This is an optimization exercise on Yosys and OpenROAD, whose aim is small area, a short achievable clock period and few clock cycles per item, not a production implementation.
At most, simulation tests tie the RTL to the original design; equivalence was not proved.
The RTL of runs 4 and 5 was laid out without a check of its function.
No activity file was given, so power comes from the tool's default toggle rates.

## design/flow/design.v

```verilog
package tadd_pkg;
    localparam int TOOLS_DEF     = 2;
    localparam int SHIFT_MAX_DEF = 15;
    localparam int CHANNELS      = 7;
    localparam logic [2:0] CH_LOC_X  = 3'd0;
    localparam logic [2:0] CH_LOC_Y  = 3'd1;
    localparam logic [2:0] CH_TILT_X = 3'd2;
    localparam logic [2:0] CH_TILT_Y = 3'd3;
    localparam logic [2:0] CH_PRESS  = 3'd4;
    localparam logic [2:0] CH_Z      = 3'd5;
    localparam logic [2:0] CH_ROT    = 3'd6;
    localparam logic [2:0] CH_UNUSED = 3'd7;
    localparam logic ACT_DELTA = 1'b0;
    localparam logic ACT_LOAD  = 1'b1;
    localparam logic REG_MAX_X = 1'b0;
    localparam logic REG_MAX_Y = 1'b1;
    localparam logic [6:0]  PRESS_BIG = 7'h40;
    localparam logic [15:0] PRESS_MAX = 16'h03ff;
    localparam logic [15:0] TILT_MAX  = 16'h007f;
    localparam logic [15:0] ROT_MAX   = 16'h0e0e;
    localparam logic [15:0] HOLD_VAL  = 16'h0009;
    localparam logic [3:0]  HOLD_CODE = 4'hf;
    typedef logic signed [2:0] shift_chg_t;
    typedef struct packed {
        logic        action;
        logic        tool;
        logic [2:0]  channel;
        logic [4:0]  raw_code;
        logic [15:0] load_value;
        logic [3:0]  load_shift;
    } item_t;
    typedef struct packed {
        logic [15:0] raw;
        logic [3:0]  shift;
        logic        hold;
    } entry_t;
    typedef struct packed {
        logic [15:0] value;
        logic [3:0]  step_out;
        logic        held;
    } result_t;
endpackage
import tadd_pkg::*;
module tadd_code (
    input  logic [2:0]  channel,
    input  logic [4:0]  code,
    output logic [3:0]  mag,
    output logic        big,
    output logic        neg,
    output logic        hcode,      
    output logic [2:0]  chg         
);
    logic is_loc, is_press, is_rot;
    assign is_loc   = (channel[2:1] == 2'b00);
    assign is_press = (channel[2:1] == 2'b10);
    assign is_rot   = (channel == CH_ROT);
    always_comb
    begin
        if (is_loc)
        begin
            mag = code[3:0];
            neg = code[4];
        end
        else if (is_rot)
        begin
            mag = {2'b00, code[1:0]};
            neg = code[2];
        end
        else
        begin
            mag = {1'b0, code[2:0]};
            neg = code[3];
        end
    end
    assign big   = is_press && (code[2:0] == 3'd7);
    assign hcode = (code[3:0] == HOLD_CODE);
    always_comb
    begin
        if (is_loc)
        begin
            if (mag == 4'd0)
                chg = 3'b110;
            else if (mag <= 4'd7)
                chg = 3'b111;
            else if (mag == 4'd15)
                chg = 3'b010;
            else
                chg = 3'b000;
        end
        else if (is_rot)
        begin
            case (mag[1:0])
                2'd0:    chg = 3'b111;
                2'd2:    chg = 3'b001;
                2'd3:    chg = 3'b010;
                default: chg = 3'b000;
            endcase
        end
        else if (big)
            chg = 3'b000;
        else
        begin
            case (mag[2:0])
                3'd0:    chg = 3'b101;
                3'd1:    chg = 3'b110;
                3'd2:    chg = 3'b111;
                3'd3:    chg = 3'b111;
                3'd6:    chg = 3'b001;
                3'd7:    chg = 3'b010;
                default: chg = 3'b000;
            endcase
        end
    end
endmodule
module tadd_add
#(
    parameter int W = 16
) (
    input  logic [W-1:0] a,
    input  logic [W-1:0] b,
    input  logic         cin,
    output logic [W-1:0] sum,
    output logic         cout
);
    localparam int L = $clog2(W);
    logic [W-1:0] p0, g [L+1], p [L+1];
    always_comb
    begin
        p0   = a ^ b;
        g[0] = a & b;
        p[0] = p0;
        g[0][0] = g[0][0] | (p0[0] & cin);
        p[0][0] = 1'b0;
        for (int l = 0; l < L; l++)
            for (int i = 0; i < W; i++)
            begin
                if ((i >> l) % 2 == 1)
                begin
                    g[l+1][i] = g[l][i] | (p[l][i] & g[l][((i >> l) << l) - 1]);
                    p[l+1][i] = p[l][i] & p[l][((i >> l) << l) - 1];
                end
                else
                begin
                    g[l+1][i] = g[l][i];
                    p[l+1][i] = p[l][i];
                end
            end
        sum  = p0 ^ {g[L][W-2:0], cin};
        cout = g[L][W-1];
    end
endmodule
module tadd_carry
#(
    parameter int W = 16
) (
    input  logic [W-1:0] a,
    input  logic [W-1:0] b,
    input  logic         cin,
    output logic         cout
);
    logic [W-1:0] sum_unused;
    tadd_add #(.W(W)) u_add (.a(a), .b(b), .cin(cin), .sum(sum_unused), .cout(cout));
endmodule
module tadd_update (
    input  logic        action,     
    input  logic [2:0]  channel,
    input  logic [15:0] opnd,       
    input  logic        neg,
    input  logic        ovf,        
    input  logic        hcode,      
    input  logic [3:0]  f,          
    input  logic [2:0]  chg,        
    input  logic [15:0] raw0,
    input  logic        hold0,
    input  logic [15:0] max_x,
    input  logic [15:0] max_y,
    output logic [15:0] raw_n,
    output logic [3:0]  shift_n,
    output logic        hold_n,
    output logic [15:0] value
);
    logic        is_loc, is_tilt, is_press, is_rot;
    logic [5:0]  sh_sum;
    logic [15:0] hi, nh, dm;
    logic [15:0] r;
    logic        rc;
    logic        gt, lo_c, hi_c, hold_d, pin;
    logic [15:0] clamped;
    logic [15:0] avg_s, avg;
    logic        avg_c;
    assign is_loc   = (channel[2:1] == 2'b00);
    assign is_tilt  = (channel[2:1] == 2'b01);
    assign is_press = (channel[2:1] == 2'b10);
    assign is_rot   = (channel == CH_ROT);
    assign sh_sum = {2'b00, f} + {{3{chg[2]}}, chg};
    always_comb
    begin
        if (sh_sum[5])
            shift_n = 4'd0;
        else if (sh_sum[4])
            shift_n = 4'd15;
        else
            shift_n = sh_sum[3:0];
    end
    always_comb
    begin
        if (is_loc)
            hi = channel[0] ? max_y : max_x;
        else if (is_tilt)
            hi = TILT_MAX;
        else if (is_rot)
            hi = ROT_MAX;
        else
            hi = PRESS_MAX;
    end
    assign nh = ~hi;
    assign dm = opnd ^ {16{neg}};
    tadd_add #(.W(16)) u_r (.a(raw0), .b(dm), .cin(neg), .sum(r), .cout(rc));
    tadd_carry #(.W(16)) u_t (.a(r), .b(nh), .cin(1'b0), .cout(gt));
    assign lo_c = !is_rot && neg && (ovf || !rc);
    assign hi_c = gt || (!is_rot && !neg && (ovf || rc));
    assign hold_d = is_press ? (hold0 ? neg : hcode) : hold0;
    assign pin    = is_press && hold_d;
    always_comb
    begin
        if (pin)
            clamped = HOLD_VAL;
        else if (lo_c)
            clamped = 16'd0;
        else if (hi_c)
            clamped = hi;
        else
            clamped = r;
    end
    tadd_add #(.W(16)) u_avg (.a(clamped), .b(raw0), .cin(1'b0), .sum(avg_s), .cout(avg_c));
    assign avg            = {avg_c, avg_s[15:1]};
    always_comb
    begin
        if (action == ACT_LOAD)
        begin
            raw_n  = opnd;
            hold_n = hold0;
            value  = opnd;
        end
        else
        begin
            raw_n  = clamped;
            hold_n = hold_d;
            value  = is_loc ? avg : clamped;
        end
    end
endmodule
import tadd_pkg::*;
module tablet_adaptive_delta_decoder_unit
#(
    parameter int TOOLS     = TOOLS_DEF,
    parameter int SHIFT_MAX = SHIFT_MAX_DEF
) (
    input  logic        clk,
    input  logic        rst_n,
    input  logic        din_valid,
    output logic        din_ready,
    input  logic        din_action,
    input  logic        din_tool,
    input  logic [2:0]  din_channel,
    input  logic [4:0]  din_raw_code,
    input  logic [15:0] din_load_value,
    input  logic [3:0]  din_load_shift,
    output logic        dout_valid,
    input  logic        dout_ready,
    output logic [15:0] dout_value,
    output logic [3:0]  dout_step_out,
    output logic        dout_held,
    input  logic        psel,
    input  logic        penable,
    input  logic        pwrite,
    input  logic [2:0]  paddr,
    input  logic [31:0] pwdata,
    output logic [31:0] prdata,
    output logic        pready
);
    logic [15:0] max_x_reg, max_y_reg;
    logic        cfg_wr;
    assign pready = 1'b1;
    assign cfg_wr = psel && penable && pwrite;
    assign prdata = {16'd0, (paddr[2] == REG_MAX_Y) ? max_y_reg : max_x_reg};
    always_ff @(posedge clk or negedge rst_n)
    begin
        if (!rst_n)
        begin
            max_x_reg <= 16'hffff;
            max_y_reg <= 16'hffff;
        end
        else if (cfg_wr)
        begin
            if (paddr[2] == REG_MAX_X)
                max_x_reg <= pwdata[15:0];
            else
                max_y_reg <= pwdata[15:0];
        end
    end
    logic s1_valid_reg, out_valid_reg, clr1_reg, clr2_reg;
    logic out_free, s1_adv, in_ready;
    assign out_free  = !out_valid_reg || dout_ready;
    assign s1_adv    = s1_valid_reg && out_free;
    assign in_ready  = !s1_valid_reg || out_free;
    assign din_ready = in_ready && !clr1_reg && !clr2_reg;
    always_ff @(posedge clk or negedge rst_n)
    begin
        if (!rst_n)
        begin
            s1_valid_reg  <= 1'b0;
            out_valid_reg <= 1'b0;
            clr1_reg      <= 1'b1;
            clr2_reg      <= 1'b1;
        end
        else
        begin
            clr1_reg <= 1'b0;
            clr2_reg <= clr1_reg;
            if (din_ready)
                s1_valid_reg <= din_valid;
            if (out_free)
                out_valid_reg <= s1_valid_reg;
        end
    end
    localparam int DEPTH = 14;
    logic [15:0] raw_mem   [DEPTH];
    logic [3:0]  shift_mem [DEPTH];
    logic [DEPTH-1:0] hold_mem;
    function automatic logic [DEPTH-1:0] entry_sel(input logic tool, input logic [2:0] ch);
        for (int e = 0; e < DEPTH; e++)
            entry_sel[e] = (tool == (e >= 7)) && (ch == 3'(e % 7));
    endfunction
    logic        s1_action_reg;
    logic [2:0]  s1_channel_reg;
    logic [15:0] s1_opnd_reg;       
    logic        s1_neg_reg, s1_ovf_reg, s1_hcode_reg;
    logic [3:0]  s1_f_reg;          
    logic [2:0]  s1_chg_reg;        
    logic        s1_tool_reg;
    logic [15:0] s1_raw0_reg;       
    logic        s1_hold0_reg;      
    logic [DEPTH-1:0] in_sel, s1_sel, we;
    logic        in_unused, in_zero, in_load, s1_same;
    logic [3:0]  in_sh0, shift_n;
    logic [15:0] in_raw0, raw_n;
    logic        in_hold0, hold_n;
    logic [3:0]  in_mag;
    logic        in_big, in_neg, in_hcode, in_ovf;
    logic [2:0]  in_chg;
    logic [6:0]  in_base;
    logic [21:0] in_delta;
    assign in_sel    = entry_sel(din_tool, din_channel);
    assign in_unused = (din_channel == CH_UNUSED);
    assign in_zero   = in_unused || clr1_reg;
    assign in_load   = (din_action == ACT_LOAD) || in_zero;
    assign s1_sel    = entry_sel(s1_tool_reg, s1_channel_reg);
    assign s1_same   = s1_valid_reg && |(s1_sel & in_sel);
    assign we        = clr2_reg ? '1 : s1_adv ? s1_sel : '0;
    always_comb
    begin
        in_sh0   = 4'd0;
        in_raw0  = 16'd0;
        in_hold0 = 1'b0;
        for (int e = 0; e < DEPTH; e++)
            if (in_sel[e])
            begin
                in_sh0  = in_sh0 | shift_mem[e];
                in_raw0 = in_raw0 | raw_mem[e];
                if (e % 7 == 4 || e % 7 == 5)
                    in_hold0 = in_hold0 | hold_mem[e];
            end
        if (s1_same)
        begin
            in_sh0   = shift_n;
            in_raw0  = raw_n;
            in_hold0 = hold_n;
        end
    end
    tadd_code u_code (
        .channel (din_channel),
        .code    (din_raw_code),
        .mag     (in_mag),
        .big     (in_big),
        .neg     (in_neg),
        .hcode   (in_hcode),
        .chg     (in_chg)
    );
    assign in_base  = in_big ? PRESS_BIG : {3'b000, in_mag};
    assign in_delta = 22'(in_base) << in_sh0;
    assign in_ovf   = |in_delta[21:16] && (din_channel != CH_ROT);
    always_ff @(posedge clk)
    begin
        if (in_ready)
        begin
            s1_action_reg  <= in_load;
            s1_tool_reg    <= din_tool;
            s1_channel_reg <= clr1_reg ? CH_UNUSED : din_channel;
            s1_raw0_reg    <= in_raw0;
            s1_hold0_reg   <= in_hold0 && !clr1_reg;
            s1_neg_reg     <= in_neg;
            s1_ovf_reg     <= in_ovf;
            s1_hcode_reg   <= in_hcode;
            if (in_zero)
            begin
                s1_opnd_reg <= 16'd0;
                s1_f_reg    <= 4'd0;
                s1_chg_reg  <= 3'd0;
            end
            else if (din_action == ACT_LOAD)
            begin
                s1_opnd_reg <= din_load_value;
                s1_f_reg    <= din_load_shift;
                s1_chg_reg  <= 3'd0;
            end
            else
            begin
                s1_opnd_reg <= in_delta[15:0];
                s1_f_reg    <= in_sh0;
                s1_chg_reg  <= in_chg;
            end
        end
    end
    logic [15:0] value;
    tadd_update u_update (
        .action     (s1_action_reg),
        .channel    (s1_channel_reg),
        .opnd       (s1_opnd_reg),
        .neg        (s1_neg_reg),
        .ovf        (s1_ovf_reg),
        .hcode      (s1_hcode_reg),
        .f          (s1_f_reg),
        .chg        (s1_chg_reg),
        .raw0       (s1_raw0_reg),
        .hold0      (s1_hold0_reg),
        .max_x      (max_x_reg),
        .max_y      (max_y_reg),
        .raw_n      (raw_n),
        .shift_n    (shift_n),
        .hold_n     (hold_n),
        .value      (value)
    );
    always_ff @(posedge clk)
    begin
        for (int e = 0; e < DEPTH; e++)
            if (we[e])
            begin
                raw_mem[e]   <= raw_n;
                shift_mem[e] <= shift_n;
                if (e % 7 == 4 || e % 7 == 5)
                    hold_mem[e] <= hold_n;
            end
    end
    tadd_pkg::result_t out_reg;
    always_ff @(posedge clk)
    begin
        if (s1_adv)
            out_reg <= {value, shift_n, hold_n};
    end
    assign dout_valid    = out_valid_reg;
    assign dout_value    = out_reg.value;
    assign dout_step_out = out_reg.step_out;
    assign dout_held     = out_reg.held;
endmodule
```

## design/flow/flow/run.sh

```bash
#!/bin/bash
# The standard layout, with synthesis leaving adders to abc instead of
# mapping them to the half and full adder cells first, the port buffers
# made of plain buf_2 cells, and timing repair aimed at a setup slack of
# 5.45 ns (the clock period and constraints are unchanged).
export ADDER_MAP_FILE=
export BUFFER_PORTS_ARGS="-buffer_cell sky130_fd_sc_hd__buf_2"
export SETUP_SLACK_MARGIN=5.45
bash standard.sh > standard.log 2>&1
```

## design/flow/standard.sh

```bash
#!/bin/bash
# synth_recipe.tcl (not shown) runs the flow's synth.tcl, then flattens the netlist and writes it again
# the make line also repeats each setting of config.mk as NAME=value (left out here)
make -C /OpenROAD-flow-scripts/flow DESIGN_CONFIG=/design/flow/config.mk WORK_HOME=/design/flow/orfs CLKGATE_MAP_FILE= SYNTH_SCRIPT=/design/flow/synth_recipe.tcl "${@:-finish}"
```

## design/flow/config.mk

```make
export PLATFORM = sky130hd
export DESIGN_NAME = tablet_adaptive_delta_decoder_unit
export DESIGN_NICKNAME = tablet_adaptive_delta_decoder_unit
export VERILOG_FILES = /design/flow/design.v
export SDC_FILE = /design/flow/constraint.sdc
export NUM_CORES = 4
export LEC_CHECK = 0
export ABC_CLOCK_PERIOD_IN_PS = 4000
export CAP_MARGIN = 20
export CORE_MARGIN = 2
export CORE_UTILIZATION = 55
export CTS_BUF_LIST = sky130_fd_sc_hd__clkbuf_8
export CTS_CLUSTER_DIAMETER = 60
export CTS_CLUSTER_SIZE = 16
export PLACE_DENSITY = 0.75
export SLEW_MARGIN = 20
export TNS_END_PERCENT = 10
```

## design/flow/constraint.sdc

```tcl
create_clock -name core_clock -period 10.0 [get_ports {clk}]
set_input_delay 2.0000 -clock core_clock [delete_from_list [all_inputs] [get_ports {clk}]]
set_output_delay 2.0000 -clock core_clock [all_outputs]
set_load 0.01 [all_outputs]
```

==> results of run 1 <==
-- final cells by class --
cell class,instances,area (µm²),area share [%]
Inverter,39,157.7,0.6569
Timing Repair Buffer,310,2470,10.29
Antenna cell,3,7.507,0.03128
Tap cell,461,576.8,2.403
Sequential cell,389,11540,48.10
Clock buffer,36,495.5,2.065
Clock inverter,15,148.9,0.6204
Multi-Input combinational cell,1092,8600,35.83
-- timing repair --
action,in CTS,in global routing
gates cloned,3,6
setup endpoints to repair,292,295
pin swaps,46,85
setup buffers,78,86
gates resized for setup,109,151
-- logic make-up after synthesis --
kind of cell	count (synthesis)	share of synthesized area [%]
compound gates	463	17.33
xor+xnor	66	2.972
fa+ha+maj	13	0.6732
buf+inv	167	3.772
flops	389	58.59
mux	126	6.973
other cells	2	0.03812
simple gates	404	9.653
-- power by group through the flow --
stage	logic (mW)	clock network (mW)	registers, mW
floorplan	1.46	0	2.38
global placement	1.78	0	2.45
detailed placement	1.82	0	2.47
CTS	2.35	0.937	2.41
global route	2.90	0.994	2.44
finish	2.75	0.926	2.41
-- worst register-to-register path: cells and delay by family (launching register included) --
| kind | cells | cell delay, ps |
|---|---|---|
| buf+inv | 5 | 780 |
| compound gates | 17 | 3740 |
| flops | 1 | 420 |
| simple gates | 4 | 980 |
| fa+ha+maj | 2 | 490 |
-- final timing paths --
path | start | to | slack [ps] | depth (start not counted)
max | s1_raw0_reg[1] | out_reg[20] | 3370 | 28
min | clr1_reg | clr2_reg | 450 | 0
max reg2reg | s1_raw0_reg[1] | out_reg[20] | 3370 | 28
min reg2reg | clr1_reg | clr2_reg | 450 | 0
max in group asynchronous | rst_n | out_valid_reg | 7980 | 1
min in group asynchronous | rst_n | s1_valid_reg | 1500 | 1
-- layout by cell type (no fill, tap or decap), drive strengths merged, types with 19 or more instances in the layout --
| cell type | n |
|---|---|
| nor2 | 124 |
| a22oi | 21 |
| clkbuf | 40 |
| nand3 | 31 |
| a21oi | 69 |
| a221oi | 62 |
| inv | 44 |
| nand2b | 24 |
| edfxtp | 353 |
| nor3 | 25 |
| dfstp | 34 |
| a41oi | 22 |
| mux2i | 49 |
| nand2 | 113 |
| a22o | 33 |
| buf | 305 |
| mux2 | 77 |
| xnor2 | 50 |
| a21o | 19 |
| o21ai | 92 |
-- per-stage QoR --
step	worst slack (ps)	power, mW	instances	hold slack, ps
6_report	3372	6.085	2345	454.6
5_1_grt	3196	6.338	2342	465.2
4_1_cts	3655	5.690	2248	448.2
3_5_place_dp	2317	4.292	2116	417.6
3_3_place_gp	2435	4.227	2116	414.1
2_1_floorplan	4256	3.834	1646	379.4
-- metal layers --
layer | vias up | track usage (%) | wire, µm
met5 | - | 0 | 0
met4 | 0 | 14.36 | 3346
met3 | 245 | 4.725 | 5569
met2 | 954 | 45.36 | 28070
met1 | 7585 | 36.10 | 21730
li1 | 6739 | - | -
==> flow_summary.yaml, run 1 <==
critical_path:
  cp-end-kind: "flop"
  critPathMaxStageDelay_ps: 420
  worstPathMaxFanout: 7
  crit_family: "compound AO/OA/AOI/OAI gates"
  worst_path_most_repeated_cell: "a21oi_4"
  critPathSlowestCell: "edfxtp_1"
  critPathBufInv: 5
  cp.required_ps: 10400
  arrival_ps: 7030
  path_class: "reg2reg"
  startpoint_type: "flop"
global_routing:
  grt_pass1_vias: 14118
  grt_start_max_net_pins: 49
  grt_use_total_pct: 27.85
  grt_overflow_total: 0
  grt_pass1_wl_mm: 80.70
  antenna_found_initial: 0
clock_tree:
  htreeDepth: 2
  hold_buffers: 0
  numCtsBuffers: 35
  clockBufferDepth: 3
  cts_tree: "done"
  cts.root.buffer_cell: "clkbuf_8"
  clk_latency_ps: 610
  clk_pin_slew_worst_paths_ps: 100
  clock-sinks: 389
min_path:
  hold_class: "reg2reg"
routing:
  drt-pass1-iter-count: 8
  routedWlPerCell_um: 25.04
  drc: 0
  drt-initial-drc-count: 1936
  vias: 15523
  ant_nets: 0
  viasPerCell: 6.620
  drt_wl_total_mm: 58.72
synthesis:
  yosysTopAreaCell: "edfxtp_1"
  synthArstFlopShare_pct: 9.254
  yosysSeqAreaShare_pct: 58.59
  yosysWarningCount: 8
  syn_inst: 1630
  ys_ff_latch: 389
  yosysMostFrequentCell: "edfxtp_1"
  synth_ff_type: "edfxtp_1"
  ys_types: 86
  synth_common_cells: "353 x edfxtp_1, 122 x nor2_1, 113 x nand2_1"
  synthesis.area_mm2: 0.01970
  synth_edf_count: 353
  synth_area_per_cell_um2: 12.09
  synth_top_area_share_pct: 53.80
  synth_area_leaders: "edfxtp_1 54%, dfstp_2 4.5%, mux2_2 4.3%"
power_and_ir_drop:
  comb_power_share_pct: 45.2
  p_per_area_mw_per_mm2: 253.5
  power.internal_mw: 3.853
  switchingPower_mw: 2.232
  switching_share_pct: 36.68
  p_seq_share_pct: 39.6
  vdd_drop_max_mv: 0.1783
  clkPwrFrac_pct: 15.2
  cellLeakagePower_nw: 8.897
floorplanning:
  fp.dieArea_mm2: 0.03735
  die_y_um: 193.3
  num_rows: 69
  ioPinCount: 128
  core_area_mm2: 0.03540
  die_w_um: 193.3
  initial_core_util_pct: 55.66
status:
  outcome: "finished clean"
finish:
  largest_reg_flops: 224
  final_nets: 1939
  layout-drive-gt1-share_pct: 35.30
  area_delta_synth_final_pct: 21.81
  fin_area_mm2: 0.02400
  fillCellCount: 2376
  final_util_pct: 67.80
placed_design:
  dpl-instance-area_mm2: 0.02073
  dp_hpwl_mm: 32.83
  io_buffers: 92
  gp_congestion: 0.9472
sta:
  final.setup.tns_ps: 0
  rsz0062_at_grt: "true"
  relSlewSlack_pct: 14.24
  fmax_mhz: 150.9
  finalMaxSlewViolations: 0
  setup_viol: 0
  period_needed_ps: 6628
  period_share_pct: 66.28
  worstMarginPinSlew_ps: 1273
  finalHoldViolCount: 0
  fin_skew_ps: 40.20
flow_run:
  max_cap_violations: 0
Testbench counts, summed over its fixed seeds: cycles 24,016, items 24,000.
==> run 2: changes to the inputs <==
--- a/design/flow/config.mk
+++ b/design/flow/config.mk
@@ -7,2 +7,3 @@
 export LEC_CHECK = 0
+export ABC_AREA = 1
 export ABC_CLOCK_PERIOD_IN_PS = 4000
==> run 2 against run 1 <==
Effect of this change: non-clock buffer count fell by 127; first-iteration DRC count fell by 31%; global-route usage rose by 0.59 points; cell area fell by 12%; critical endpoint is now prdata[3]; wire length fell by 13%; die area fell by 5.0%; largest cell class unchanged; clock-buffer cell count fell by 1; sequential share of layout area rose by 6.4 points; via count fell by 6.3%.
==> flow_summary.yaml, run 2 <==
power_and_ir_drop:
  power_mw: 4.634
  p_per_area_mw_per_mm2: 218.7
  cellLeakagePower_nw: 8.910
  vdd_drop_max_mv: 0.1639
sta:
  finalMaxSlewViolations: 0
  period_needed_ps: 4596
  final.setup.tns_ps: 0
  worstMarginPinSlew_ps: 950.2
  rsz0062_at_grt: "true"
  fmax_mhz: 217.6
  fin_skew_ps: 40.59
  relSlewSlack_pct: 36.50
  finalHoldViolCount: 0
  period_share_pct: 45.96
  hold_ws_ps: 374.0
  setup_viol: 0
floorplanning:
  initial_core_util_pct: 55.74
  num_rows: 67
  core_area_mm2: 0.03353
  die_y_um: 188.3
  fp.dieArea_mm2: 0.03547
  ioPinCount: 128
  die_w_um: 188.3
critical_path:
  cp-end-kind: "primary output"
  reg2reg_from: "s1_neg_reg"
  cp.required_ps: 8000
  startpoint: "paddr[2]"
  path_class: "in2out"
  reg2reg_slack_ps: 5630
  worstPathMaxFanout: 29
  arrival_ps: 2600
  startpoint_type: "primary input"
  ff2ff_path_depth: 32
finish:
  fillCellCount: 2715
  largest_reg_flops: 224
  n_antenna_cell: 0
  final_cells: 2514
  area_delta_synth_final_pct: 13.40
  final_common_cell: "nand2_1"
  layout-drive-gt1-share_pct: 19.65
  final_nets: 2126
  fin_area_mm2: 0.02119
  layout_common_cells: "558 x nand2_1, 353 x edfxtp_1, 180 x inv_1, 135 x nand3_1, 105 x o21ai_0"
routing:
  drt-initial-drc-count: 1340
  viasPerCell: 5.785
  routedWlPerCell_um: 20.34
  vias: 14543
  drt_wl_total_mm: 51.14
  ant_nets: 0
  drt-pass1-iter-count: 6
  drc: 0
min_path:
  hp-start: "clr1_reg"
  min_path_cells: 0
  hold_class: "reg2reg"
status:
  outcome: "finished clean"
placed_design:
  dpl-instance-area_mm2: 0.01980
  io_buffers: 92
  dp.cells: 2410
  gp_congestion: 0.9161
  dp_hpwl_mm: 33.12
clock_tree:
  numCtsBuffers: 35
  clock-sinks: 389
  clockBufferDepth: 3
  clk_latency_ps: 590
  cts_tree: "done"
  htreeDepth: 2
  clk_pin_slew_worst_paths_ps: 90
  cts.root.buffer_cell: "clkbuf_8"
  hold_buffers: 0
synthesis:
  yosysMostFrequentCell: "nand2_1"
  syn_inst: 1895
  synth_area_leaders: "edfxtp_1 57%, nand2_1 11%, dfstp_2 4.8%"
  ys_types: 58
  yosysTopAreaCell: "edfxtp_1"
  synth_area_per_cell_um2: 9.862
  yosysWarningCount: 8
  synthesis.area_mm2: 0.01869
  synth_top_area_share_pct: 56.72
  synth_edf_count: 353
  yosysSeqAreaShare_pct: 61.77
  synth_common_cells: "569 x nand2_1, 353 x edfxtp_1, 190 x inv_1"
  synthArstFlopShare_pct: 9.254
  ys_ff_latch: 389
  synth_ff_type: "edfxtp_1"
global_routing:
  grt_start_max_net_pins: 41
  grt_use_total_pct: 28.44
  grt_pass1_vias: 13603
  grt_overflow_total: 0
  antenna_found_initial: 0
  grt_pass1_wl_mm: 76.78
flow_run:
  max_cap_violations: 0
run 2: cell type report:
cell class	instances	area [µm²]	share of cell area, %
Clock buffer	35	481.7	2.273
Clock inverter	14	136.4	0.6435
Inverter	205	815.8	3.849
Multi-Input combinational cell	1236	6390	30.15
Sequential cell	389	11540	54.47
Tap cell	448	560.5	2.645
Timing Repair Buffer	183	1246	5.880
Timing Repair inverter	4	20.02	0.09446
run 2: final timing paths:
check,to
max in group asynchronous,out_valid_reg
setup / recovery,prdata[3]
setup reg to reg,out_reg[15]
min in group asynchronous,s1_valid_reg
hold reg to reg,clr2_reg
hold / removal,clr2_reg
run 2: routing by layer:
layer / vias to the layer above / track usage (%) / wire, µm
met4: 0 / 13.82 / 2467
met2: 678 / 45.67 / 24030
li1: 6858 / - / -
met3: 123 / 3.557 / 4133
met5: - / 0 / 0
met1: 6884 / 38.78 / 20510
run 2: worst max-delay path: stages:
cell and delay (ps):
buf_16 140, clkinvlp_4 160, nand2_1 90, nand2_1 60
buf_2 140
run 2: kinds of logic after synthesis:
family / after synthesis / share of synthesized area, %
AOI/OAI and AO/OA: 294 / 10.38
and+or+nand+nor: 911 / 20.87
xor gates and xnor gates: 11 / 0.5557
buffers and inverters: 288 / 6.380
other: 2 / 0.04018
DFF: 389 / 61.77
run 2: what timing repair did:
item	CTS	global route
cloned	5	2
setup endpoints to repair	294	46
buffers inserted	23	25
resized for setup	43	50
pin swaps	3	19
run 2: through the flow:
| step | utilization, % | setup slack [ps] |
|---|---|---|
| after floorplan | - | 5304 |
| after global placement | 59.04 | 3768 |
| after detailed placement | 59.04 | 3728 |
| after CTS | 61.98 | 5411 |
| after global routing | 63.21 | 5284 |
| final | 63.21 | 5404 |
run 2: power by group:
group	total, mW	internal (mW)	switching [mW]
Clock	0.901	0.364	0.536
Sequential	2.31	2.18	0.128
Combinational	1.42	0.459	0.962
==> run 3: changes to the inputs <==
--- a/design/flow/config.mk
+++ b/design/flow/config.mk
@@ -13,4 +13,4 @@
 export CTS_BUF_LIST = sky130_fd_sc_hd__clkbuf_8
-export CTS_CLUSTER_DIAMETER = 60
-export CTS_CLUSTER_SIZE = 16
+export CTS_CLUSTER_DIAMETER = 40
+export CTS_CLUSTER_SIZE = 20
 export PLACE_DENSITY = 0.75
==> run 3 against run 2 <==
Effect of this change: register-to-register slack gained 40 ps; clock skew is 22 ps higher; maximum frequency rose by 0.71%; hold slack worse by 2.5 ps.
==> flow_summary.yaml, run 3 <==
routing:
  drt-met1-wl_mm: 20.81
  drc: 0
  ant_nets: 0
  drt_wl_total_mm: 51.60
  highest_layer: "met4"
  met3WireLength_mm: 3.969
  drt-initial-drc-count: 1296
  wl_met2_mm: 23.96
  drt-pass1-iter-count: 5
  routedWlPerCell_um: 20.16
  vias: 14820
  viasPerCell: 5.791
synthesis:
  synthesis.area_mm2: 0.01869
  synthArstFlopShare_pct: 9.254
  yosysWarningCount: 8
  syn_inst: 1895
  synth_edf_count: 353
  ys_ff_latch: 389
  ys_types: 58
  synth_top_area_share_pct: 56.72
  yosysSeqAreaShare_pct: 61.77
  synth_area_per_cell_um2: 9.862
  synth_ff_type: "edfxtp_1"
  yosysTopAreaCell: "edfxtp_1"
  synth_area_leaders: "edfxtp_1 57%, nand2_1 11%, dfstp_2 4.8%"
  synth_common_cells: "569 x nand2_1, 353 x edfxtp_1, 190 x inv_1"
  yosysMostFrequentCell: "nand2_1"
finish:
  n_antenna_cell: 0
  fillCellCount: 2644
  final_nets: 2144
  multi_input_area_mm2: 0.006471
  layout_common_cells: "545 x nand2_1, 353 x edfxtp_1, 180 x inv_1, 133 x nand3_1, 103 x o21ai_0"
  area_delta_synth_final_pct: 16.51
  final_common_cell: "nand2_1"
  register_area_mm2: 0.01154
  layout-drive-gt1-share_pct: 22.31
  fin_area_mm2: 0.02177
  final_util_pct: 64.94
  final_cells: 2559
  largest_reg_flops: 224
clock_tree:
  clk_pin_slew_worst_paths_ps: 90
  cts_tree: "done"
  clock-sinks: 389
  htreeDepth: 2
  hold_buffers: 0
  cts.root.buffer_cell: "clkbuf_8"
  clockBufferDepth: 3
  clk_latency_ps: 670
  numCtsBuffers: 47
critical_path:
  critPathCapture: "prdata[9]"
  reg2reg_slack_ps: 5670
  ff2ff_path_depth: 32
  cp-end-kind: "primary output"
  worstPathMaxFanout: 8
  r2r_end: "out_reg[15]"
  startpoint: "paddr[2]"
  reg2reg_from: "s1_channel_reg[0]"
  arrival_ps: 2560
  path_class: "in2out"
  startpoint_type: "primary input"
  cp.required_ps: 8000
power_and_ir_drop:
  vdd_drop_max_mv: 0.1966
  power_mw: 4.979
  p_per_area_mw_per_mm2: 228.6
  cellLeakagePower_nw: 9.152
floorplanning:
  die_w_um: 188.3
  fp.dieArea_mm2: 0.03547
  num_rows: 67
  ioPinCount: 128
  initial_core_util_pct: 55.74
  die_y_um: 188.3
  core_area_mm2: 0.03353
flow_run:
  max_cap_violations: 0
sta:
  worstMarginPinSlew_ps: 952.1
  fin_skew_ps: 62.78
  hold_ws_ps: 371.5
  fmax_mhz: 219.1
  period_needed_ps: 4563
  setup_viol: 0
  rsz0062_at_grt: "true"
  setup_slack_ps: 5437
  final.setup.tns_ps: 0
  period_share_pct: 45.63
  relSlewSlack_pct: 36.37
  finalHoldViolCount: 0
  finalMaxSlewViolations: 0
global_routing:
  grt_pass1_wl_mm: 76.88
  grt_pass1_vias: 13707
  antenna_found_initial: 0
  grt_start_max_net_pins: 41
  grt_overflow_total: 0
  grt_use_total_pct: 28.63
placed_design:
  gp_congestion: 0.9161
  dpl-instance-area_mm2: 0.01980
  dp.cells: 2410
  dp_hpwl_mm: 33.12
  post-place-ws_ps: 3728
  io_buffers: 92
status:
  outcome: "finished clean"
min_path:
  hold_class: "reg2reg"
[run 3: cell counts after synthesis]
No cell type changed its count.
[run 3: cells by family (layout without fill, tap and decap cells)]
group | after synthesis | count (layout) | synth area share [%]
and+or+nand+nor | 911 | 913 | 20.87
DFF | 389 | 389 | 61.77
AOI/OAI and AO/OA | 294 | 294 | 10.38
buffers and inverters | 288 | 486 | 6.380
xor gates and xnor gates | 11 | 11 | 0.5557
other | 2 | 18 | 0.04018
[run 3: worst min-delay path by stage]
stage | start | end | slack, ps | cells past startpoint
final | clr1_reg | clr2_reg | 370 | 0
after global routing | clr1_reg | clr2_reg | 380 | 0
after CTS | clr1_reg | clr2_reg | 370 | 0
after detailed placement | clr1_reg | clr2_reg | 360 | 0
after global placement | clr1_reg | clr2_reg | 360 | 0
after floorplan | clr1_reg | clr2_reg | 350 | 0
[run 3: area by class of cell]
class | instances | share of cell area (%)
Inverter | 205 | 3.758
Multi-Input combinational cell | 1236 | 29.72
Sequential cell | 389 | 53.01
Clock buffer | 47 | 2.971
Clock inverter | 41 | 1.850
Timing Repair Buffer | 189 | 6.022
Timing Repair inverter | 4 | 0.09194
Tap cell | 448 | 2.574
[run 3: worst max-delay path, stage by stage]
cell	delay [ps]
buf_16	120
buf_6	130
o21ai_2	150
buf_2	150
[run 3: layer usage]
layer  up-vias  global-route usage, %
met5         -                      0
met4         0                  14.42
met3       150                  4.507
met2       695                  45.46
met1      7035                  38.66
li1       6940                      -
[run 3: repair_timing]
action,in CTS,in global routing
setup buffers,19,34
gates cloned,5,3
endpoints found under the setup margin,294,43
gates resized for setup,34,94
endpoints found under the hold margin,0,0
pin swaps,3,25
[run 3: power by group]
part	total, mW	switching, mW	internal, mW
clock	1.21	0.686	0.526
sequential	2.31	0.129	2.19
combinational	1.45	0.979	0.473
==> run 4: changes to the inputs <==
--- a/design/flow/design.v
+++ b/design/flow/design.v
@@ -302,3 +302,5 @@
     logic s1_valid_reg, out_valid_reg, clr1_reg, clr2_reg;
+    logic rdy_free_reg, rdy_run_reg;
     logic out_free, s1_adv, in_ready;
+    logic s1_valid_nxt, out_valid_nxt;
     assign out_free  = !out_valid_reg || dout_ready;
@@ -306,3 +308,5 @@
     assign in_ready  = !s1_valid_reg || out_free;
-    assign din_ready = in_ready && !clr1_reg && !clr2_reg;
+    assign din_ready = rdy_free_reg || (rdy_run_reg && dout_ready);
+    assign s1_valid_nxt  = din_ready ? din_valid : s1_valid_reg;
+    assign out_valid_nxt = out_free ? s1_valid_reg : out_valid_reg;
     always_ff @(posedge clk or negedge rst_n)
@@ -315,2 +319,4 @@
             clr2_reg      <= 1'b1;
+            rdy_free_reg  <= 1'b0;
+            rdy_run_reg   <= 1'b0;
         end
@@ -318,8 +324,8 @@
         begin
-            clr1_reg <= 1'b0;
-            clr2_reg <= clr1_reg;
-            if (din_ready)
-                s1_valid_reg <= din_valid;
-            if (out_free)
-                out_valid_reg <= s1_valid_reg;
+            clr1_reg      <= 1'b0;
+            clr2_reg      <= clr1_reg;
+            s1_valid_reg  <= s1_valid_nxt;
+            out_valid_reg <= out_valid_nxt;
+            rdy_run_reg   <= !clr1_reg;
+            rdy_free_reg  <= !clr1_reg && !(s1_valid_nxt && out_valid_nxt);
         end
--- a/design/flow/config.mk
+++ b/design/flow/config.mk
@@ -13,4 +13,4 @@
 export CTS_BUF_LIST = sky130_fd_sc_hd__clkbuf_8
-export CTS_CLUSTER_DIAMETER = 40
-export CTS_CLUSTER_SIZE = 20
+export CTS_CLUSTER_DIAMETER = 60
+export CTS_CLUSTER_SIZE = 16
 export PLACE_DENSITY = 0.75
==> run 4 against run 3 <==
Effect of this change: via count grew 1.5%; flip-flop and latch count grew 2; die area grew 1.3%; clock skew shrank 27 ps; final cell count shrank 0.23%; clock power shrank 21%; register-to-register slack is essentially flat; total power shrank 0.99%; sequential share of layout area grew 0.65 points; combinational power grew 13%; wire length grew 0.24%; hold slack is essentially flat; highest routed layer unchanged.
==> flow_summary.yaml, run 4 <==
power_and_ir_drop:
  vdd_drop_max_mv: 0.1533
  p_per_area_mw_per_mm2: 228.1
  cellLeakagePower_nw: 9.116
synthesis:
  synth_adder_area_share_pct: 0
  synth_top_family_by_area: "simple AND/OR/NAND/NOR gates"
  synth_compound_area_share_pct: 10.46
  synth_xor_area_share_pct: 0.7797
  syn_inst: 1937
  synth_mux_area_share_pct: 0
  synthSimpleGateAreaFrac_pct: 20.67
  synth_area_per_cell_um2: 9.776
  synth_edf_count: 353
  ys_ff_latch: 391
  synth_area_leaders: "edfxtp_1 56%, nand2_1 11%, dfstp_2 4.7%"
  yosysTopAreaCell: "edfxtp_1"
  yosysWarningCount: 8
  yosysMostFrequentCell: "nand2_1"
  yosysSeqAreaShare_pct: 61.23
  synth_ff_type: "edfxtp_1"
  synth_top_area_share_pct: 55.98
  synthesis.area_mm2: 0.01894
  ys_types: 62
  synthArstFlopShare_pct: 9.719
  synth_common_cells: "570 x nand2_1, 353 x edfxtp_1, 219 x inv_1"
floorplanning:
  ioPinCount: 128
  fp.dieArea_mm2: 0.03593
  initial_core_util_pct: 56.19
  core_area_mm2: 0.03370
  num_rows: 67
  die_w_um: 189.6
  die_y_um: 189.6
clock_tree:
  cts.root.buffer_cell: "clkbuf_8"
  clockBufferDepth: 3
  hold_buffers: 0
  clk_pin_slew_worst_paths_ps: 100
  cts_tree: "done"
  clock-sinks: 391
  htreeDepth: 2
  clk_latency_ps: 620
  numCtsBuffers: 36
finish:
  register_area_mm2: 0.01159
  layout_common_cells: "529 x nand2_1, 353 x edfxtp_1, 212 x inv_1, 132 x nand3_1, 115 x nor2_1"
  final_cells: 2553
  final_common_cell: "nand2_1"
  layout-drive-gt1-share_pct: 19.96
  multi_input_area_mm2: 0.006686
  fillCellCount: 2695
  final_nets: 2160
  largest_reg_flops: 224
  area_delta_synth_final_pct: 14.10
  final_util_pct: 64.11
sta:
  fmax_mhz: 219.0
  finalHoldViolCount: 0
  finalMaxSlewViolations: 0
  worstMarginPinSlew_ps: 1026
  rsz0062_at_grt: "true"
  final.setup.tns_ps: 0
  period_share_pct: 45.67
  setup_viol: 0
  relSlewSlack_pct: 31.36
  period_needed_ps: 4567
  fin_skew_ps: 35.54
critical_path:
  reg2reg_slack_ps: 5670
  cp.required_ps: 8000
  cp-end-kind: "primary output"
  path_class: "in2out"
  critPathBufInv: 2
  arrival_ps: 2570
  critPathSlowestCell: "o21ai_0"
  startpoint: "paddr[2]"
  reg2reg_from: "s1_channel_reg[0]"
  startpoint_type: "primary input"
  worstPathMaxFanout: 26
  crit_family: "buffers and inverters"
  crit_chain: "buf_12 > o21ai_0 > buf_2"
  critPathMaxStageDelay_ps: 240
routing:
  drc: 0
  ant_nets: 0
  drt-pass1-iter-count: 6
  routedWlPerCell_um: 20.26
  drt_wl_total_mm: 51.72
  vias: 15048
  drt-initial-drc-count: 1361
  viasPerCell: 5.894
status:
  outcome: "finished clean"
global_routing:
  grt_pass1_vias: 13799
  grt_overflow_total: 0
  grt_use_total_pct: 28.06
  grt_pass1_wl_mm: 76.73
  antenna_found_initial: 1
  grt_start_max_net_pins: 49
placed_design:
  gp_congestion: 0.9326
  io_buffers: 92
  dp.cells: 2454
  dp_hpwl_mm: 33.24
min_path:
  hp-start: "clr1_reg"
  hold_class: "reg2reg"
flow_run:
  max_cap_violations: 0
==> run 4: changes by cell type in the layout (fill, tap and decap cells not counted), sizes merged, moves of 7 or more <==
cell and change:
o21ai -26, inv +13, a21oi +13, buf -16
clkinvlp -7, o2111ai +13, nor2 +30, clkbuf -8
nand4 -11
==> run 4: area by class of cell <==
type,count,area share [%]
Tap cell,448,2.594
Inverter,233,4.170
Sequential cell,391,53.66
Clock buffer,36,2.293
Antenna cell,1,0.01158
Clock inverter,18,0.8687
Timing Repair inverter,1,0.02316
Timing Repair Buffer,176,5.432
Multi-Input combinational cell,1249,30.95
==> run 4: path summary, 6_finish.rpt <==
kind | to | cells after the start
max reg2reg | out_reg[16] | 27
min in group asynchronous | out_valid_reg | 1
min | clr2_reg | 0
max | prdata[5] | 3
min reg2reg | clr2_reg | 0
max in group asynchronous | s1_valid_reg | 1
==> run 4: kinds of logic (layout without fill, tap and decap cells) <==
logic type / after synthesis / count (layout)
simple gates: 922 / 925
xor+xnor: 16 / 16
flops: 391 / 391
buf+inv: 316 / 464
compound gates: 290 / 290
other cells: 2 / 19
==> run 4: worst register-to-register path: stages, from the launching register on <==
cell and delay [ps]:
edfxtp_1 520, inv_1 260, nand2_8 240, clkinvlp_4 270
a221oi_4 440, inv_1 80, nand3_1 100, nand2_1 70
nor2_2 120, inv_1 90, nor2_4 150, nand3_4 140
buf_4 190, nand3_4 90, buf_4 120, nand2_2 50
nand3_1 120, nand2_1 130, nor2_4 140, inv_2 40
nor2_2 120, nand2_4 80, nand2_4 130, nand2_1 90
nand3_1 70, nand3_1 70, nand2_1 80, nand2_1 70
==> run 4: what timing repair did <==
action,4_1_cts,5_1_grt
resized for setup,33,104
pin swaps,4,17
setup buffers,14,23
cloned,2,4
endpoints found under the setup margin,280,48
==> run 4: power by group <==
group	leakage, nW	switching, mW	total, mW	internal, mW
Combinational	4.74	1.11	1.64	0.528
Sequential	4.03	0.132	2.34	2.21
Clock	0.341	0.572	0.954	0.382
Total	9.12	1.81	4.93	3.12
==> run 4: metal layers <==
layer / part of all wire (%) / track usage [%] / vias up
met4: 4.9 / 13.45 / 0
met2: 47 / 45.82 / 776
li1: - / - / 6952
met3: 8.4 / 4.335 / 159
met1: 40 / 37.11 / 7161
met5: 0 / 0 / -
==> run 4: per-stage QoR <==
stage                     instance area (µm²)  power (mW)  hold slack [ps]  worst slack (ps)
after CTS                               21010       4.749            378.9              5408
after global routing                    21600       5.190            380.2              5378
after detailed placement                20060       3.763            364.3              3736
after floorplan                         19040       3.362            356.0              5390
final                                   21610       4.929            371.4              5433
after global placement                  20060       3.709            358.8              3806
==> run 5: changes to the inputs <==
--- a/design/flow/design.v
+++ b/design/flow/design.v
@@ -174,4 +174,4 @@
     input  logic        hold0,
-    input  logic [15:0] max_x,
-    input  logic [15:0] max_y,
+    input  logic [15:0] max_x_n,    
+    input  logic [15:0] max_y_n,
     output logic [15:0] raw_n,
@@ -207,11 +207,11 @@
         if (is_loc)
-            hi = channel[0] ? max_y : max_x;
+            nh = channel[0] ? max_y_n : max_x_n;
         else if (is_tilt)
-            hi = TILT_MAX;
+            nh = ~TILT_MAX;
         else if (is_rot)
-            hi = ROT_MAX;
+            nh = ~ROT_MAX;
         else
-            hi = PRESS_MAX;
+            nh = ~PRESS_MAX;
     end
-    assign nh = ~hi;
+    assign hi = ~nh;
     assign dm = opnd ^ {16{neg}};
@@ -281,3 +281,3 @@
 );
-    logic [15:0] max_x_reg, max_y_reg;
+    logic [15:0] max_x_n_reg, max_y_n_reg;
     logic        cfg_wr;
@@ -285,3 +285,3 @@
     assign cfg_wr = psel && penable && pwrite;
-    assign prdata = {16'd0, (paddr[2] == REG_MAX_Y) ? max_y_reg : max_x_reg};
+    assign prdata = {16'd0, ~((paddr[2] == REG_MAX_Y) ? max_y_n_reg : max_x_n_reg)};
     always_ff @(posedge clk or negedge rst_n)
@@ -290,4 +290,4 @@
         begin
-            max_x_reg <= 16'hffff;
-            max_y_reg <= 16'hffff;
+            max_x_n_reg <= 16'h0000;
+            max_y_n_reg <= 16'h0000;
         end
@@ -296,5 +296,5 @@
             if (paddr[2] == REG_MAX_X)
-                max_x_reg <= pwdata[15:0];
+                max_x_n_reg <= ~pwdata[15:0];
             else
-                max_y_reg <= pwdata[15:0];
+                max_y_n_reg <= ~pwdata[15:0];
         end
@@ -302,5 +302,3 @@
     logic s1_valid_reg, out_valid_reg, clr1_reg, clr2_reg;
-    logic rdy_free_reg, rdy_run_reg;
     logic out_free, s1_adv, in_ready;
-    logic s1_valid_nxt, out_valid_nxt;
     assign out_free  = !out_valid_reg || dout_ready;
@@ -308,5 +306,3 @@
     assign in_ready  = !s1_valid_reg || out_free;
-    assign din_ready = rdy_free_reg || (rdy_run_reg && dout_ready);
-    assign s1_valid_nxt  = din_ready ? din_valid : s1_valid_reg;
-    assign out_valid_nxt = out_free ? s1_valid_reg : out_valid_reg;
+    assign din_ready = in_ready && !clr1_reg && !clr2_reg;
     always_ff @(posedge clk or negedge rst_n)
@@ -319,4 +315,2 @@
             clr2_reg      <= 1'b1;
-            rdy_free_reg  <= 1'b0;
-            rdy_run_reg   <= 1'b0;
         end
@@ -324,8 +318,8 @@
         begin
-            clr1_reg      <= 1'b0;
-            clr2_reg      <= clr1_reg;
-            s1_valid_reg  <= s1_valid_nxt;
-            out_valid_reg <= out_valid_nxt;
-            rdy_run_reg   <= !clr1_reg;
-            rdy_free_reg  <= !clr1_reg && !(s1_valid_nxt && out_valid_nxt);
+            clr1_reg <= 1'b0;
+            clr2_reg <= clr1_reg;
+            if (din_ready)
+                s1_valid_reg <= din_valid;
+            if (out_free)
+                out_valid_reg <= s1_valid_reg;
         end
@@ -442,4 +436,4 @@
         .hold0      (s1_hold0_reg),
-        .max_x      (max_x_reg),
-        .max_y      (max_y_reg),
+        .max_x_n    (max_x_n_reg),
+        .max_y_n    (max_y_n_reg),
         .raw_n      (raw_n),
==> run 5 against run 4 <==
Effect of this change: synthesized cell count decreased by 4.3%; die area decreased by 2.2%; highest routed layer unchanged; register-to-register slack is essentially flat; sequential share of layout area decreased by 0.95 points; setup slack got worse by 180 ps; wire length is 1.8% higher.
==> flow_summary.yaml, run 5 <==
synthesis:
  synthesis.area_mm2: 0.01850
  yosysTopAreaCell: "edfxtp_1"
  synth_area_leaders: "edfxtp_1 57%, nand2_1 11%, dfrtp_1 4.6%"
  synth_edf_count: 353
  synthArstFlopShare_pct: 9.254
  synth_adder_area_share_pct: 0
  synth_area_per_cell_um2: 9.980
  synth_top_area_share_pct: 57.29
  synthSimpleGateAreaFrac_pct: 19.31
  synth_common_cells: "535 x nand2_1, 353 x edfxtp_1, 189 x inv_1"
  syn_inst: 1854
  synth_compound_area_share_pct: 10.68
  synth_xor_area_share_pct: 0.7033
  ys_types: 57
  yosysMostFrequentCell: "nand2_1"
  synth_mux_area_share_pct: 0.5410
  synth_ff_type: "edfxtp_1"
  ys_ff_latch: 389
  synth_top_family_by_area: "simple AND/OR/NAND/NOR gates"
  yosysWarningCount: 8
  yosysSeqAreaShare_pct: 62.17
finish:
  largest_reg_flops: 224
  final_util_pct: 65.42
  final_cells: 2517
  n_antenna_cell: 0
  final_nets: 2124
  layout-drive-gt1-share_pct: 22.81
  fin_area_mm2: 0.02183
  layout_common_cells: "499 x nand2_1, 353 x edfxtp_1, 179 x inv_1, 106 x nand3_1, 100 x buf_4"
  final_common_cell: "nand2_1"
  area_delta_synth_final_pct: 17.96
floorplanning:
  die_w_um: 187.4
  fp.dieArea_mm2: 0.03512
  initial_core_util_pct: 55.46
  ioPinCount: 128
  core_area_mm2: 0.03336
  die_y_um: 187.4
  num_rows: 67
global_routing:
  antenna_found_initial: 0
  grt_pass1_wl_mm: 77.60
  grt_start_max_net_pins: 42
  grt_overflow_total: 0
  grt_use_total_pct: 28.56
  grt_pass1_vias: 13997
routing:
  drt-pass1-iter-count: 6
  drc: 0
  vias: 15052
  viasPerCell: 5.980
  drt-initial-drc-count: 1743
  drt_wl_total_mm: 52.67
  routedWlPerCell_um: 20.93
  ant_nets: 0
sta:
  setup_viol: 0
  relSlewSlack_pct: 29.43
  worstMarginPinSlew_ps: 1055
  final.setup.tns_ps: 0
  fin_skew_ps: 38.47
  setup_slack_ps: 5253
  period_needed_ps: 4747
  fmax_mhz: 210.6
  finalMaxSlewViolations: 0
  finalHoldViolCount: 0
  period_share_pct: 47.47
  rsz0062_at_grt: "true"
  hold_ws_ps: 375.4
critical_path:
  ff2ff_path_depth: 33
  reg2reg_slack_ps: 5660
  r2r_end: "out_reg[17]"
  cp.required_ps: 10440
  path_class: "in2reg"
  reg2reg_from: "s1_neg_reg"
  arrival_ps: 5180
  startpoint_type: "primary input"
  worstPathMaxFanout: 41
  cp-end-kind: "flop"
placed_design:
  io_buffers: 92
  gp_congestion: 0.9021
  dp_hpwl_mm: 32.02
  post-place-ws_ps: 3977
  dpl-instance-area_mm2: 0.01961
  dp.cells: 2364
power_and_ir_drop:
  cellLeakagePower_nw: 9.121
  power_mw: 4.783
  vdd_drop_max_mv: 0.1571
  p_per_area_mw_per_mm2: 219.1
clock_tree:
  clk_pin_slew_worst_paths_ps: 100
  htreeDepth: 2
  cts_tree: "done"
  numCtsBuffers: 34
  clk_latency_ps: 580
  clock-sinks: 389
  clockBufferDepth: 3
  cts.root.buffer_cell: "clkbuf_8"
flow_run:
  max_cap_violations: 0
min_path:
  hold_path_end: "clr2_reg"
  hp-start: "clr1_reg"
  hold_class: "reg2reg"
  min_path_cells: 0
status:
  outcome: "finished clean"
[run 5: cell types whose count changed after synthesis, moves of 8 or more]
| cell | before | now |
|---|---|---|
| nand3_1 | 137 | 125 |
| o21ai_0 | 100 | 113 |
| inv_1 | 219 | 189 |
| dfrtp_1 | 4 | 34 |
| nand2_2 | 20 | 12 |
| nand2_1 | 570 | 535 |
| inv_2 | 7 | 21 |
| nand4_1 | 22 | 33 |
| nor2_1 | 127 | 113 |
| a21oi_1 | 35 | 16 |
| clkbuf_1 | 55 | 44 |
| mux2i_1 | 0 | 10 |
| dfstp_2 | 34 | 2 |
[run 5: final cells by class]
type	count	area, µm²
Timing Repair inverter	3	16.27
Timing Repair Buffer	222	1648
Multi-Input combinational cell	1191	6613
Sequential cell	389	11500
Tap cell	448	560.5
Clock buffer	35	481.7
Clock inverter	18	162.7
Fill cell	2540	11540
Inverter	211	840.8
[run 5: kinds of logic after synthesis]
group	Yosys count
other	2
XOR/XNOR	14
flip-flops	389
AO/OA/AOI/OAI	290
multiplexers	10
AND/OR/NAND/NOR	855
buffers and inverters	294
[run 5: worst max path at each step]
| stage | from | to | depth (start not counted) |
|---|---|---|---|
| 2_1_floorplan | dout_ready | din_ready | 4 |
| 6_report | din_channel[2] | s1_opnd_reg[13] | 21 |
| 5_1_grt | din_channel[2] | s1_opnd_reg[13] | 21 |
| 3_3_place_gp | din_channel[2] | s1_opnd_reg[2] | 18 |
| 3_5_place_dp | s1_channel_reg[2] | out_reg[18] | 30 |
| 4_1_cts | din_channel[0] | s1_ovf_reg | 17 |
[run 5: critical path, cell delays in order]
cell and delay [ps]:
clkbuf_4 210, nor2_4 70, inv_4 170, nor3_4 70, buf_6 120, nand3_1 70, o31ai_1 80, nor4_1 430
o2111ai_1 300, nand2_1 190, buf_12 230, nand4_1 170, o21ai_1 140, buf_4 170, clkinvlp_4 160, buf_6 170
nand2_1 50, o21ai_1 90, inv_1 70, nand2_1 60, a21oi_2 150
[run 5: metal layers]
layer | global-route usage [%] | share of wire, % | wire, µm
met5 | 0 | 0 | 0
met4 | 12.69 | 4.8 | 2504
met1 | 38.52 | 39 | 20420
met2 | 46.37 | 47 | 24830
met3 | 4.259 | 9.3 | 4918
[run 5: power breakdown]
group          internal, mW  switching, mW  total, mW
registers              2.17          0.141       2.31
logic                 0.517           1.03       1.55
clock network         0.369          0.550      0.918
total                  3.06           1.72       4.78
[run 5: timing repair]
| item | in CTS | in global routing |
|---|---|---|
| pin swaps | 18 | 45 |
| gates resized for setup | 64 | 138 |
| buffers inserted | 36 | 49 |
| gates cloned | 9 | 5 |
| hold buffers | 0 | 0 |
| endpoints found under the hold margin | 0 | 0 |
| endpoints found under the setup margin | 294 | 49 |

[separate check: timing with driven ports]
The results above use ideal ports. As a check the final layouts listed here were re-extracted and re-timed, cells and wires unchanged.
Step 1: set_driving_cell puts a clkbuf_16 on clk and a buf_2 on each other input, an assumption about the parent block.
Step 2 also shifts input and output timing later by t, the mid clock arrival at the registers, as if the neighbouring blocks saw the same clock.
Slacks: ideal / step 1 / step 2; pairs: ideal / step 1.
| run | shift t [ns] | setup slack, ns | worst hold slack (ns) | cell pins on the clock port's net |
|---|---|---|---|---|
| run 1 | 0.642 | 3.372 / 3.372 / 3.372 | 0.455 / 0.455 / 0.455 | 1 |
| run 2 | 0.619 | 5.404 / 5.316 / 4.927 | 0.374 / 0.374 / 0.374 | 1 |
| run 3 | 0.686 | 5.437 / 5.293 / 4.927 | 0.371 / 0.371 / 0.371 | 1 |
| run 4 | 0.643 | 5.433 / 5.379 / 4.941 | 0.371 / 0.371 / 0.371 | 1 |
| run 5 | 0.615 | 5.253 / 5.258 / 4.642 | 0.375 / 0.375 / 0.375 | 1 |
After both steps every run listed still meets setup and hold. The setup slack of run 5, which loses most, moves by +0.005 ns with the drivers and by -0.611 ns with both steps.
